Source: an optimization exercise on an open RTL-to-GDS flow (aim: small area, a short achievable clock period and few clock cycles). Production flows keep margins and buffers that such runs may drop. Only simulation tests tie the RTL to the original design; equivalence was not proved.

Setup of cedar:
// rbm_top
module rbm_top (
  input  logic                   finish,
  input  logic                   rst_n,
  input  rbm_pkg::feature_beat_t in_beat,
  input  logic                   in_valid,
  output logic                   in_ready,
  output rbm_pkg::rbm_result_t   out_result,
  output logic                   out_valid,
  input  logic                   out_ready
);
Size in the first run: about 270 flip-flops, about 60 I/O pins, about 18,000 sq um of cells after synthesis.
Settings: LEC_CHECK=0, CAP_MARGIN=75, CORE_MARGIN=2, CORE_UTILIZATION=55, SLEW_MARGIN=75; clock period 10.0 ns.
standard.sh (not shown) runs the stock make flow with config.mk's settings and CLKGATE_MAP_FILE= SYNTH_SCRIPT=/design/flow/synth_recipe.tcl, a recipe that flattens the netlist after the stock synthesis.
==> flow/flow/run.sh <==
#!/bin/bash
# The standard layout with two changes: the port buffers are buf_4 cells,
# and timing repair keeps working until the setup slack reaches
# SETUP_SLACK_MARGIN (the clock period and constraints are unchanged).
set -euo pipefail
bash standard.sh SETUP_SLACK_MARGIN=6.7 "BUFFER_PORTS_ARGS=-buffer_cell sky130_fd_sc_hd__buf_4" finish > standard.log 2>&1
Testbench counts of cedar, summed over its fixed seeds: cycles 5,864.
> inputs changed (cedar -> ember)
- a change of CAP_MARGIN from 75 to 50
- an added CTS_BUF_LIST of sky130_fd_sc_hd__clkbuf_4 sky130_fd_sc_hd__clkbuf_8
- a change of SLEW_MARGIN from 75 to 50
[summary]
First-iteration DRC count, cedar and ember: higher on ember. Comparing cedar and ember, fraction of layout instances using a drive strength above 1 is higher on cedar. No run among cedar and ember stopped early or left any final violation; all are clean. Compared with cedar, ember shows placed cell area that has gone down slightly. ember against cedar: total met2 wirelength after detailed routing lost 120 um.

* * *

Starting RTL as in the previous note.
==> flow/design.v (excerpt) <==
module rbm_top (
  input  logic                   finish,
  input  logic                   rst_n,
  input  rbm_pkg::feature_beat_t in_beat,
  input  logic                   in_valid,
  output logic                   in_ready,
  output rbm_pkg::rbm_result_t   out_result,
  output logic                   out_valid,
  input  logic                   out_ready
);
==> flow/config.mk <==
export PLATFORM = sky130hd
export DESIGN_NAME = rbm_top
export DESIGN_NICKNAME = rbm_top
export VERILOG_FILES = /design/flow/design.v
export SDC_FILE = /design/flow/constraint.sdc
export NUM_CORES = 4
export LEC_CHECK = 0
export CAP_MARGIN = 50
export CORE_MARGIN = 2
export CORE_UTILIZATION = 55
export CTS_BUF_LIST = sky130_fd_sc_hd__clkbuf_8
export SLEW_MARGIN = 50
==> flow/constraint.sdc <==
create_clock -name core_clock -period 10.0 [get_ports {finish}]
set_input_delay 2.0000 -clock core_clock [delete_from_list [all_inputs] [get_ports {finish}]]
set_output_delay 2.0000 -clock core_clock [all_outputs]
set_load 0.01 [all_outputs]
Scripts as last shown in full above: flow/flow/run.sh
Testbench counts at the start, summed over its fixed seeds: cycles 5,864.
Next try:
==> flow/flow/run.sh (replaced) <==
#!/bin/bash
# The standard layout, with its timing repair aimed below the clock period:
# repair_timing keeps working until the setup slack reaches SETUP_SLACK_MARGIN.
set -euo pipefail
bash standard.sh SETUP_SLACK_MARGIN=6.6 finish > standard.log 2>&1
CAP_MARGIN = 75   (was 50)
CTS_BUF_LIST = default   (was sky130_fd_sc_hd__clkbuf_8)
SLEW_MARGIN = 75   (was 50)
What happened:
- The new run finished with timing, DRC and antenna clean
- core utilization rises by 2.4 points
- first-iteration DRC count rises by about 12%
- worst hold slack loses 5.8 ps
- flip-flop and latch count stays the same
Next try:
==> flow/flow/run.sh (replaced) <==
#!/bin/bash
# The standard layout with two changes: the port buffers are buf_4 cells,
# and timing repair keeps working until the setup slack reaches
# SETUP_SLACK_MARGIN (the clock period and constraints are unchanged).
set -euo pipefail
bash standard.sh SETUP_SLACK_MARGIN=6.55 "BUFFER_PORTS_ARGS=-buffer_cell sky130_fd_sc_hd__buf_4" finish > standard.log 2>&1
=> Non-clock buffer count went down by 22. Cell area went down by 1.9%. Synthesized cell count does not change. Global-route usage went down by 0.82 points. First-iteration DRC count went down by 4.5%. Hold slack is better by 8.1 ps. Die area stays the same. Area after synthesis does not change.
Next try:
==> flow/flow/run.sh (replaced) <==
#!/bin/bash
# The standard layout, with its timing repair aimed below the clock period:
# repair_timing keeps working until the setup slack reaches SETUP_SLACK_MARGIN.
set -euo pipefail
bash standard.sh SETUP_SLACK_MARGIN=6.6 finish > standard.log 2>&1
CORE_UTILIZATION = 70   (was 55)
PLACE_DENSITY = 0.8   (was default)
Result:
- The new run finished with timing, DRC and antenna clean
- cell count drops by a few percent
- design area climbs slightly
- hold slack stays flat
- clock-buffer cell count shrinks by 2
- non-clock buffer count goes up by 10
- wire length climbs by a few percent
- setup slack gets worse by 80 ps
- die area shrinks by about a fifth
- synthesized cell count stays the same
Next try:
==> flow/flow/run.sh (replaced) <==
#!/bin/bash
# The standard layout with two changes: the port buffers are buf_4 cells,
# and timing repair keeps working until the setup slack reaches
# SETUP_SLACK_MARGIN (the clock period and constraints are unchanged).
set -euo pipefail
bash standard.sh SETUP_SLACK_MARGIN=6.7 "BUFFER_PORTS_ARGS=-buffer_cell sky130_fd_sc_hd__buf_4" finish > standard.log 2>&1
CAP_MARGIN = 50   (was 75)
CORE_UTILIZATION = 55   (was 70)
CTS_CLUSTER_DIAMETER = 80   (was default)
CTS_CLUSTER_SIZE = 24   (was default)
PLACE_DENSITY = default   (was 0.8)
SLEW_MARGIN = 50   (was 75)
The new run finished with timing, DRC and antenna clean.
Register-to-register slack got worse by 20 ps.
Wire length is lower by 4.6%.
Utilization shrinks by 20 points.
Worst hold slack degrades by 4.2 ps.
Die area came out higher by about 27%.
Count of clock-buffer cells in the layout shrinks by 26.
Next try:
==> flow/flow/run.sh (replaced) <==
#!/bin/bash
# The standard layout with two changes: the port buffers are buf_4 cells,
# and timing repair keeps working until the setup slack reaches
# SETUP_SLACK_MARGIN (the clock period and constraints are unchanged).
set -euo pipefail
bash standard.sh SETUP_SLACK_MARGIN=6.8 "BUFFER_PORTS_ARGS=-buffer_cell sky130_fd_sc_hd__buf_4" finish > standard.log 2>&1
CAP_MARGIN = 75   (was 50)
CTS_CLUSTER_DIAMETER = default   (was 80)
CTS_CLUSTER_SIZE = default   (was 24)
SLEW_MARGIN = 75   (was 50)
After rerunning: The changed run finished clean; first-iteration DRC count is higher by 6.5%; setup slack is better by 110 ps; fmax goes up by about 3.3%; cell area went up by about 6%; area after synthesis is unchanged; die area does not change; synthesized cell count stays the same; clock-buffer cell count increases by 25.

* * *

== job 102 ==
rbm_top, a different RTL version from the one above (not shown whole).
Size: ~1800 cells after synthesis.
Design rbm_top, start of the top module:
module rbm_top (
  input  logic                   finish,
  input  logic                   rst_n,
  input  rbm_pkg::feature_beat_t in_beat,
  input  logic                   in_valid,
  output logic                   in_ready,
  output rbm_pkg::rbm_result_t   out_result,
  output logic                   out_valid,
  input  logic                   out_ready
);
  localparam logic [13:0] WRAP0 = 14'b10000100010000;
  localparam logic [13:0] WRAP1 = 14'b00100001000100;
  localparam logic [13:0] WRAP2 = 14'b10001000100001;
  localparam logic [13:0] WRAP3 = 14'b01000010001000;
  localparam logic [13:0] WRAP4 = 14'b00010000100010;
  logic [3:0]  cnt;           
  logic [1:0]  npend;         
  logic        in_xfer, inc, dec;
  logic [1:0]  npend_nx;
  assign in_xfer  = in_valid & in_ready;
  assign inc      = in_xfer & (cnt == 4'd14);
  assign dec      = out_valid & out_ready;
  assign npend_nx = npend + {1'b0, inc} - {1'b0, dec};
  always_ff @(posedge finish or negedge rst_n) begin
    if (!rst_n) begin
      cnt      <= '0;
      npend    <= '0;
      in_ready <= 1'b1;
      v0       <= 1'b0;
    end else begin
  ...
export LEC_CHECK = 0
export CAP_MARGIN = 50
export CORE_MARGIN = 2
export CORE_UTILIZATION = 55
export CTS_CLUSTER_DIAMETER = 80
export CTS_CLUSTER_SIZE = 24
export SLEW_MARGIN = 50
create_clock -name core_clock -period 10.0 [get_ports {finish}]
==> flow/flow/run.sh <==
#!/bin/bash
# The standard layout with two changes: the port buffers are buf_4 cells,
# and timing repair keeps working until the setup slack reaches
# SETUP_SLACK_MARGIN (the clock period and constraints are unchanged).
set -euo pipefail
bash standard.sh SETUP_SLACK_MARGIN=6.8 "BUFFER_PORTS_ARGS=-buffer_cell sky130_fd_sc_hd__buf_4" finish > standard.log 2>&1
Job 102: flow completed, timing, DRC and antenna clean
Testbench counts of job 102, summed over its fixed seeds: cycles 5,864.
Inputs modified between job 102 and job 105:
- CAP_MARGIN changed from 50 to 20
- SLEW_MARGIN changed from 50 to 20
==> flow/flow/run.sh <==
#!/bin/bash
# The standard layout with two changes: the port buffers are buf_2 cells,
# and timing repair keeps working until the setup slack reaches
# SETUP_SLACK_MARGIN (the clock period and constraints are unchanged).
set -euo pipefail
bash standard.sh SETUP_SLACK_MARGIN=6.8 "BUFFER_PORTS_ARGS=-buffer_cell sky130_fd_sc_hd__buf_2" finish > standard.log 2>&1
### Flow results
| minimum setup slack in the final design | job 105 vs job 102 | better |. Sort job 105 and job 102 by final worst clock skew, ascending, and job 102 comes first. Compared with job 102, in job 105 pin count of the biggest net entering global routing picked up an extra 44%, clock latency at the later pin of the worst-skew pair barely changed, met1 capacity usage during global routing now smaller. On job 105: fraction of the cycle the final worst path needs is 0.51 points lower than what job 102 gave. Taking job 102 as the reference, in job 105 aggregate routed wire length level, met3 usage climbed 0.94 points, placer's final routability congestion estimate decreased by about 1.1% relative to the old numbers, highest attainable clock frequency grew by 1.6%.

-- afterwards: timing with drivers on the ports --
No port has a modelled driver above. Below, the same layouts with a new extraction and two added sets of constraints. Step 1: set_driving_cell puts a clkbuf_16 on finish and a buf_2 on each other input, an assumption about the parent block. Step 2 adds t to the input delays and takes it off the output delays; t is the mean of the earliest and latest rising clock arrival at the registers after step 1. Input paths then give back, and output paths get back, about the clock's delay inside the block. Three values: no drivers, after step 1, after step 2; two values: the first two.
run | t, ns | slack for setup (ns) | worst register clock-pin slew, ns | worst data-port slew with drivers (ns) | pins driven straight from the clock port
cedar | 0.569 | 6.806 / 6.752 / 6.584 | 0.06 / 0.06 | 0.03 | 1
ember | 0.635 | 6.663 / 6.615 / 6.538 | 0.07 / 0.07 | 0.04 | 1
the first run of note 2 | 0.635 | 6.663 / 6.614 / 6.535 | 0.07 / 0.07 | 0.04 | 1
the second run of note 2 | 0.567 | 6.610 / 6.556 / 6.528 | 0.06 / 0.06 | 0.03 | 1
the third run of note 2 | 0.568 | 6.695 / 6.650 / 6.573 | 0.06 / 0.06 | 0.03 | 1
the fourth run of note 2 | 0.573 | 6.615 / 6.565 / 6.357 | 0.06 / 0.06 | 0.04 | 1
the fifth run of note 2 | 0.577 | 6.685 / 6.685 / 6.538 | 0.10 / 0.10 | 0.04 | 1
the sixth run of note 2 | 0.573 | 6.792 / 6.740 / 6.552 | 0.07 / 0.07 | 0.04 | 1
job 102 | 0.561 | 6.747 / 6.696 / 6.417 | 0.09 / 0.09 | 0.05 | 1
job 105 | 0.567 | 6.798 / 6.748 / 6.355 | 0.10 / 0.10 | 0.04 | 1
After both steps setup and hold are still met in every run listed. For job 105, which loses most, drivers alone change the setup slack by -0.050 ns; drivers and shift together by -0.443 ns.
